Source: an optimization exercise on an open RTL-to-GDS flow (aim: small area, a short achievable clock period and few clock cycles). Production flows keep margins and buffers that such runs may drop. Only simulation tests tie the RTL to the original design; equivalence was not proved.

`flow/config.mk`:
```
export PLATFORM = sky130hd
export DESIGN_NAME = fc_layer_seq
export DESIGN_NICKNAME = fc_layer_seq
export VERILOG_FILES = /design/flow/design.v
export SDC_FILE = /design/flow/constraint.sdc
export NUM_CORES = 4
export LEC_CHECK = 0
export CAP_MARGIN = 20
export CORE_MARGIN = 2
export CORE_UTILIZATION = 40
export SLEW_MARGIN = 20
```
`flow/constraint.sdc`:
```
create_clock -name core_clock -period 13.0 [get_ports {clk}]
set_input_delay 2.6000 -clock core_clock [delete_from_list [all_inputs] [get_ports {clk}]]
set_output_delay 2.6000 -clock core_clock [all_outputs]
set_load 0.01 [all_outputs]
```
`flow/design.v`:
```
package ml_pkg;
  localparam int unsigned DefWidth    = 32;
  localparam int unsigned DefFracBits = 16;
  localparam int unsigned SatW        = 128;
  typedef enum logic [1:0] {StIdle, StRun, StDone} fsm_state_e;
  function automatic logic signed [SatW-1:0] sat_to_width(input logic signed [SatW-1:0] v,
                                                          input int unsigned w);
    logic signed [SatW-1:0] one;
    logic signed [SatW-1:0] hi;
    logic signed [SatW-1:0] lo;
    one = SatW'(1);
    hi  = (one <<< (w - 1)) - one;
    lo  = -(one <<< (w - 1));
    if (v > hi) begin
      sat_to_width = hi;
    end else if (v < lo) begin
      sat_to_width = lo;
    end else begin
      sat_to_width = v;
    end
  endfunction
endpackage
module mac_unit #(
  parameter int unsigned Width = 32,
  parameter int unsigned AccW  = 66
) (
  input  logic                   clk_i,
  input  logic                   rst_ni,
  input  logic                   en_i,
  input  logic                   clear_i,
  input  logic signed [Width-1:0] a_i,
  input  logic signed [Width-1:0] b_i,
  output logic signed [AccW-1:0]  acc_o
);
  localparam int unsigned ProdW = 2 * Width;
  logic signed [ProdW-1:0] prod;
  logic signed [AccW-1:0]  acc_d, acc_q;
  always_comb begin
    prod  = ProdW'(a_i) * ProdW'(b_i);
    acc_d = acc_q;
    if (en_i) begin
      acc_d = clear_i ? AccW'(prod) : acc_q + AccW'(prod);
    end
  end
  always_ff @(posedge clk_i or negedge rst_ni) begin
    if (!rst_ni) begin
      acc_q <= '0;
    end else begin
      acc_q <= acc_d;
    end
  end
  assign acc_o = acc_q;
endmodule
module fc_layer_seq #(
  parameter int unsigned WIDTH      = ml_pkg::DefWidth,
  parameter int unsigned FRAC_BITS  = ml_pkg::DefFracBits,
  parameter int unsigned IN_LENGTH  = 16,
  parameter int unsigned OUT_LENGTH = 16
) (
  input  logic                                   clk,
  input  logic                                   rst_n,
  input  logic                                   in_valid,
  output logic                                   in_ready,
  input  logic [IN_LENGTH*WIDTH-1:0]             inputs,
  input  logic [OUT_LENGTH*WIDTH-1:0]            biases,
  input  logic                                   relu_en,
  output logic                                   w_rd_en,
  output logic [$clog2(OUT_LENGTH*IN_LENGTH)-1:0] w_addr,
  input  logic [WIDTH-1:0]                       w_data,
  output logic                                   out_valid,
  input  logic                                   out_ready,
  output logic [OUT_LENGTH*WIDTH-1:0]            outputs,
  output logic                                   busy
);
  localparam int unsigned NTotal = OUT_LENGTH * IN_LENGTH;
  localparam int unsigned AW     = $clog2(NTotal);
  localparam int unsigned IW     = (IN_LENGTH > 1) ? $clog2(IN_LENGTH) : 1;
  localparam int unsigned OW     = (OUT_LENGTH > 1) ? $clog2(OUT_LENGTH) : 1;
  localparam int unsigned AccW   = 2 * WIDTH + $clog2(IN_LENGTH);
  ml_pkg::fsm_state_e state_d, state_q;
  logic [IN_LENGTH*WIDTH-1:0]  x_d, x_q;
  logic [OUT_LENGTH*WIDTH-1:0] b_d, b_q;
  logic [OUT_LENGTH*WIDTH-1:0] out_d, out_q;
  logic                        relu_d, relu_q;
  logic                        rd_en_d, rd_en_q;
  logic [AW-1:0]               addr_d, addr_q;
  logic [IW-1:0]               i_d, i_q;
  logic [OW-1:0]               o_d, o_q;
  logic                        dv_d, dv_q;
  logic [IW-1:0]               di_d, di_q;
  logic [OW-1:0]               do_d, do_q;
  logic                        fin_d, fin_q;
  logic [OW-1:0]               fo_d, fo_q;
  logic signed [AccW-1:0]  acc;
  logic signed [AccW-1:0]  acc_shift;
  logic signed [AccW:0]    biased;
  logic signed [WIDTH-1:0] bias_sel;
  logic signed [ml_pkg::SatW-1:0]  sat_v;
  logic [WIDTH-1:0]        fin_val;
  localparam logic signed [ml_pkg::SatW-1:0] SatOne = ml_pkg::SatW'(1);
  localparam logic signed [ml_pkg::SatW-1:0] SatHi  = (SatOne <<< (WIDTH - 1)) - SatOne;
  localparam logic signed [ml_pkg::SatW-1:0] SatLo  = -(SatOne <<< (WIDTH - 1));
  mac_unit #(
    .Width (WIDTH),
    .AccW  (AccW)
  ) u_mac (
    .clk_i   (clk),
    .rst_ni  (rst_n),
    .en_i    (dv_q),
    .clear_i (di_q == '0),
    .a_i     (w_data),
    .b_i     (x_q[di_q*WIDTH +: WIDTH]),
    .acc_o   (acc)
  );
  always_comb begin
    acc_shift = acc >>> FRAC_BITS;
    bias_sel  = $signed(b_q[fo_q*WIDTH +: WIDTH]);
    biased    = (AccW+1)'(acc_shift) + (AccW+1)'(bias_sel);
    sat_v     = ml_pkg::SatW'(biased);
    if (sat_v > SatHi) begin
      sat_v = SatHi;
    end else if (sat_v < SatLo) begin
      sat_v = SatLo;
    end
    if (relu_q && (sat_v < 0)) begin
      sat_v = '0;
    end
    fin_val = sat_v[WIDTH-1:0];
  end
  always_comb begin
    state_d = state_q;
    x_d     = x_q;
    b_d     = b_q;
    relu_d  = relu_q;
    rd_en_d = rd_en_q;
    addr_d  = addr_q;
    i_d     = i_q;
    o_d     = o_q;
    out_d   = out_q;
    dv_d    = rd_en_q;
    di_d    = i_q;
    do_d    = o_q;
    fin_d   = dv_q && (di_q == IW'(IN_LENGTH - 1));
    fo_d    = do_q;
    case (state_q)
      ml_pkg::StIdle: begin
        if (in_valid) begin
          state_d = ml_pkg::StRun;
          x_d     = inputs;
          b_d     = biases;
          relu_d  = relu_en;
          rd_en_d = 1'b1;
          addr_d  = '0;
          i_d     = '0;
          o_d     = '0;
        end
      end
      ml_pkg::StRun: begin
        if (rd_en_q) begin
          if (addr_q == AW'(NTotal - 1)) begin
            rd_en_d = 1'b0;
          end else begin
            addr_d = addr_q + AW'(1);
          end
          if (i_q == IW'(IN_LENGTH - 1)) begin
            i_d = '0;
            o_d = o_q + OW'(1);
          end else begin
            i_d = i_q + IW'(1);
          end
        end
        if (fin_q && (fo_q == OW'(OUT_LENGTH - 1))) begin
          state_d = ml_pkg::StDone;
        end
      end
      ml_pkg::StDone: begin
        if (out_ready) begin
          state_d = ml_pkg::StIdle;
        end
      end
      default: state_d = ml_pkg::StIdle;
    endcase
    if (fin_q) begin
      out_d[fo_q*WIDTH +: WIDTH] = fin_val;
    end
  end
  always_ff @(posedge clk or negedge rst_n) begin
    if (!rst_n) begin
      state_q <= ml_pkg::StIdle;
      x_q     <= '0;
      b_q     <= '0;
      relu_q  <= 1'b0;
      rd_en_q <= 1'b0;
      addr_q  <= '0;
      i_q     <= '0;
      o_q     <= '0;
      out_q   <= '0;
      dv_q    <= 1'b0;
      di_q    <= '0;
      do_q    <= '0;
      fin_q   <= 1'b0;
      fo_q    <= '0;
    end else begin
      state_q <= state_d;
      x_q     <= x_d;
      b_q     <= b_d;
      relu_q  <= relu_d;
      rd_en_q <= rd_en_d;
      addr_q  <= addr_d;
      i_q     <= i_d;
      o_q     <= o_d;
      out_q   <= out_d;
      dv_q    <= dv_d;
      di_q    <= di_d;
      do_q    <= do_d;
      fin_q   <= fin_d;
      fo_q    <= fo_d;
    end
  end
  assign in_ready  = (state_q == ml_pkg::StIdle);
  assign out_valid = (state_q == ml_pkg::StDone);
  assign busy      = (state_q != ml_pkg::StIdle);
  assign w_rd_en   = rd_en_q;
  assign w_addr    = addr_q;
  assign outputs   = out_q;
endmodule
```
`flow/run.sh`:
```
#!/bin/bash
# synth_recipe.tcl (not shown) runs the flow's synth.tcl, then flattens the netlist and writes it again
# the make line also repeats each setting of config.mk as NAME=value (left out here)
make -C /OpenROAD-flow-scripts/flow DESIGN_CONFIG=/design/flow/config.mk WORK_HOME=/design/flow/orfs CLKGATE_MAP_FILE= SYNTH_SCRIPT=/design/flow/synth_recipe.tcl finish
```
==> results.txt <==
registers in the layout (all words and copies together), names as in the netlist, 2 cells and up:
register,cells
do_q,4
out_q,512
b_q,512
o_q,4
u_mac.acc_q,68
i_q,4
fo_q,4
x_q,512
addr_q,8
di_q,4
state_q,2
cell type report:
| type | count | area [um^2] | share of cell area [%] |
|---|---|---|---|
| clock buffers | 282 | 5650 | 3.77 |
| clock inverters | 75 | 1100 | 0.733 |
| multi-input cells | 7284 | 71700 | 47.9 |
| well taps | 3958 | 4950 | 3.31 |
| flip-flops and latches | 1638 | 41000 | 27.4 |
| repair buffers | 2172 | 21100 | 14.1 |
| diodes | 214 | 536 | 0.357 |
| inverters | 994 | 3730 | 2.49 |
worst min path at each step:
stage	start	endpoint	slack, ns	depth (start not counted)
finish	do_q[0]	fo_q[0]	0.35	0
global route	do_q[3]	fo_q[3]	0.37	0
CTS	do_q[0]	fo_q[0]	0.35	0
detailed placement	do_q[3]	fo_q[3]	0.34	0
global placement	do_q[0]	fo_q[0]	0.34	0
floorplan	do_q[0]	fo_q[0]	0.33	0
Yosys cell counts (8+ instances only):
| cell | n |
|---|---|
| dfrtp_1 | 1638 |
| fa_1 | 1084 |
| mux2_2 | 1044 |
| inv_1 | 994 |
| clkbuf_1 | 906 |
| nand2_1 | 701 |
| and2_1 | 543 |
| nor2_1 | 491 |
| nand4_1 | 483 |
| nand3_1 | 372 |
| mux4_2 | 319 |
| ha_1 | 316 |
| nor3_1 | 296 |
| a21oi_1 | 284 |
| a311oi_1 | 250 |
| o221a_1 | 161 |
| o21ai_0 | 155 |
| xnor2_1 | 99 |
| a21o_1 | 88 |
| o221a_2 | 74 |
| xor2_1 | 66 |
| buf_1 | 51 |
| and3_1 | 32 |
| a31oi_1 | 31 |
| o21bai_1 | 31 |
| nor2b_1 | 27 |
| o211ai_1 | 27 |
| a211oi_1 | 22 |
| o21a_1 | 22 |
| nand2b_1 | 21 |
| or2_2 | 20 |
| buf_6 | 18 |
| nor4_1 | 18 |
| or3_1 | 16 |
| o221ai_1 | 13 |
| o31a_1 | 13 |
| a221o_1 | 11 |
| a41oi_1 | 10 |
| mux2i_1 | 10 |
| o31ai_1 | 10 |
| and4_1 | 9 |
| a211o_1 | 8 |
| a21boi_0 | 8 |
| a22oi_1 | 8 |
| or4_1 | 8 |
cells in the final DEF, fill, tap and decap left out, types with 27 or more instances in the layout:
cell type	instances
dfrtp_1	1629
clkdlybuf4s50_1	1583
fa_1	1084
mux2_2	1044
inv_1	994
nand2_1	681
and2_1	542
buf_4	524
nand4_1	483
nor2_1	476
nand3_1	369
mux4_2	319
ha_1	316
nor3_1	296
a21oi_1	283
a311oi_1	250
diode_2	214
clkbuf_16	198
o221a_1	161
o21ai_0	151
xnor2_1	99
a21o_1	88
o221a_2	74
xor2_1	66
buf_12	55
clkbuf_1	44
clkbuf_8	42
and3_1	32
o21bai_1	31
clkinv_2	31
a31oi_1	30
o211ai_1	27
metrics by stage:
step                util, %  setup slack, ns  instance area (um^2)
finish                 50.1            0.427                150000
global placement       47.5           -0.678                142000
CTS                    49.8           0.0609                149000
floorplan                 -             1.09                120000
detailed placement     47.5           -0.799                142000
global route           50.1         0.000697                150000
metal layers:
layer	vias up	global-route usage [%]	wire, um
met5	-	0	563
met1	50200	40.7	192000
met2	4150	50.5	233000
met4	86	19.5	33100
li1	41000	-	-
met3	1059	7.94	42100
timing repair:
| action | CTS | global route |
|---|---|---|
| resized for setup | 0 | 16 |
| buffers inserted | 9 | 7 |
| endpoints found under the setup margin | 1 | 10 |
| cloned | 0 | 2 |
| pin swaps | 0 | 3 |
cells by family (layout without fill, tap and decap cells):
| logic type | count (synthesis) | in the layout | share of synthesized area, % |
|---|---|---|---|
| DFF | 1638 | 1638 | 34.2 |
| buffers and inverters | 1973 | 3523 | 6.29 |
| adders and majority gates | 1400 | 1400 | 21.4 |
| muxes | 1373 | 1373 | 15.9 |
| other | 0 | 214 | 0 |
| and+or+nand+nor | 3060 | 3060 | 12.8 |
| AOI/OAI and AO/OA | 1286 | 1286 | 8.25 |
| xor gates and xnor gates | 165 | 165 | 1.20 |
==> reports/qor.csv <==
metric,value,unit
status,finished clean,
synth_area_leader_cell,dfrtp_1,
clock_skew,0.0897,ns
timing.hold.ws,0.349,ns
cp_slowest_cell,fa_1,
start_util,40.1,%
crit_arrival,13.24,ns
yosys_most_used_dff,dfrtp_1,
synthArstFlopShare,100,%
layout.nets,14700,
ant_nets,0,
wirelength,500,mm
dr.pass1.iters,6,
die_h,552,um
reg2reg_slack,0.48,ns
max_slew_margin,12.3,%
grt_pass1_wl,711,mm
worst-path-max-fanout,24,
grt_max_degree,219,
worstSetupPathType,primary input to flip-flop,
clockBufferDepth,4,
tightestPinTransition,1.32,ns
startpoint_type,primary input,
yosys-top-cells-area,"dfrtp_1 34%, fa_1 18%, mux2_2 9.8%",
ys_ff_latch,1638,
cts-root-buf,clkbuf_16,
drc_errors,0,
wl_per_cell,30.1,um
synth_fp_nets,13400,
core_area,299000,um^2
die_w,552,um
reg2reg_from,di_q[0],
period_share,96.7,%
worstRegToRegCells,41,
cts_buffers,194,
grtUsageTotal,32.3,%
critPathTopFamily,adder cells,
nFillCells,26700,
fmaxAchievable,0.0795,GHz
layoutNonFillerInstCount,16600,
cp_common_cell,fa_1,
hold_viol_final,0,
slew_viol_final,0,
synth.distinct_cells,78,
yosysSeqAreaShare,34.2,%
rsz0062_at_grt,false,
yosys_warnings,2,
synth_top_cell_area_share,34.2,%
vias,96500,
critPathCapture,u_mac.acc_q[66],
cts_tree,yes,
setup_viol,0,
reg2reg_to,u_mac.acc_q[66],
endpoint_kind,flip-flop,
crit_required,13.67,ns
synth_edf_count,0,
drtIter0Drc,9603,
hp-class,flip-flop to flip-flop,
areaGrowthSynthToFinish,24.9,%
critical_path_buf_inv_count,8,
hold_buffers,0,
worstSetupStartpoint,w_data[15],
synthCells,10900,
antenna_found_initial,218,
cap_violations,0,
fin_crit,12.57,ns
syn_avg_cell_area,11.0,um^2
syn-cell-area,120000,um^2
globalplace.congestion,0.975,
die_area,304000,um^2
worst-path-stages,40,
crit_path_max_incr_delay,0.63,ns
drive_gt1_share,19.6,%
grt_pass1_vias,98200,
viasPerCell,5.81,
clk_pin_slew,0.06,ns
grt_overflow,0,
std_cell_rows,201,
place_inst,16000,
io_buffers,1584,
cts.htree.levels,4,
hpwl,385,mm
clkLatencyLatePin,0.88,ns
fin_setup_tns,0,ns
cts_sinks,1638,
io_pins,1585,
Testbench counts, summed over its fixed seeds: cycles 20,800.

==> what the ideal ports hide <==
How much do the figures lean on ideal ports? The routed layout below was timed once more, with nothing changed but the port constraints. Step 1: set_driving_cell puts a clkbuf_16 on clk and a buf_2 on each other input, an assumption about the parent block. Step 2, shift: input delay + t, output delay - t, t = (earliest + latest rising clock arrival at the registers) / 2. This alone moves slack from input paths to output paths. Slacks: no drivers / after step 1 / after step 2; pairs: no drivers / after step 1.
shift t [ns]: 0.932
setup WS [ns]: 0.427 / 0.477 / -0.451
slew at the worst register clock pin (ns): 0.08 / 0.08
cell pins on the clock port's net: 1
With both steps, setup timing fails in this run, where it was met with ideal ports. For this run, drivers alone change the setup slack by +0.050 ns; drivers and shift together by -0.878 ns.
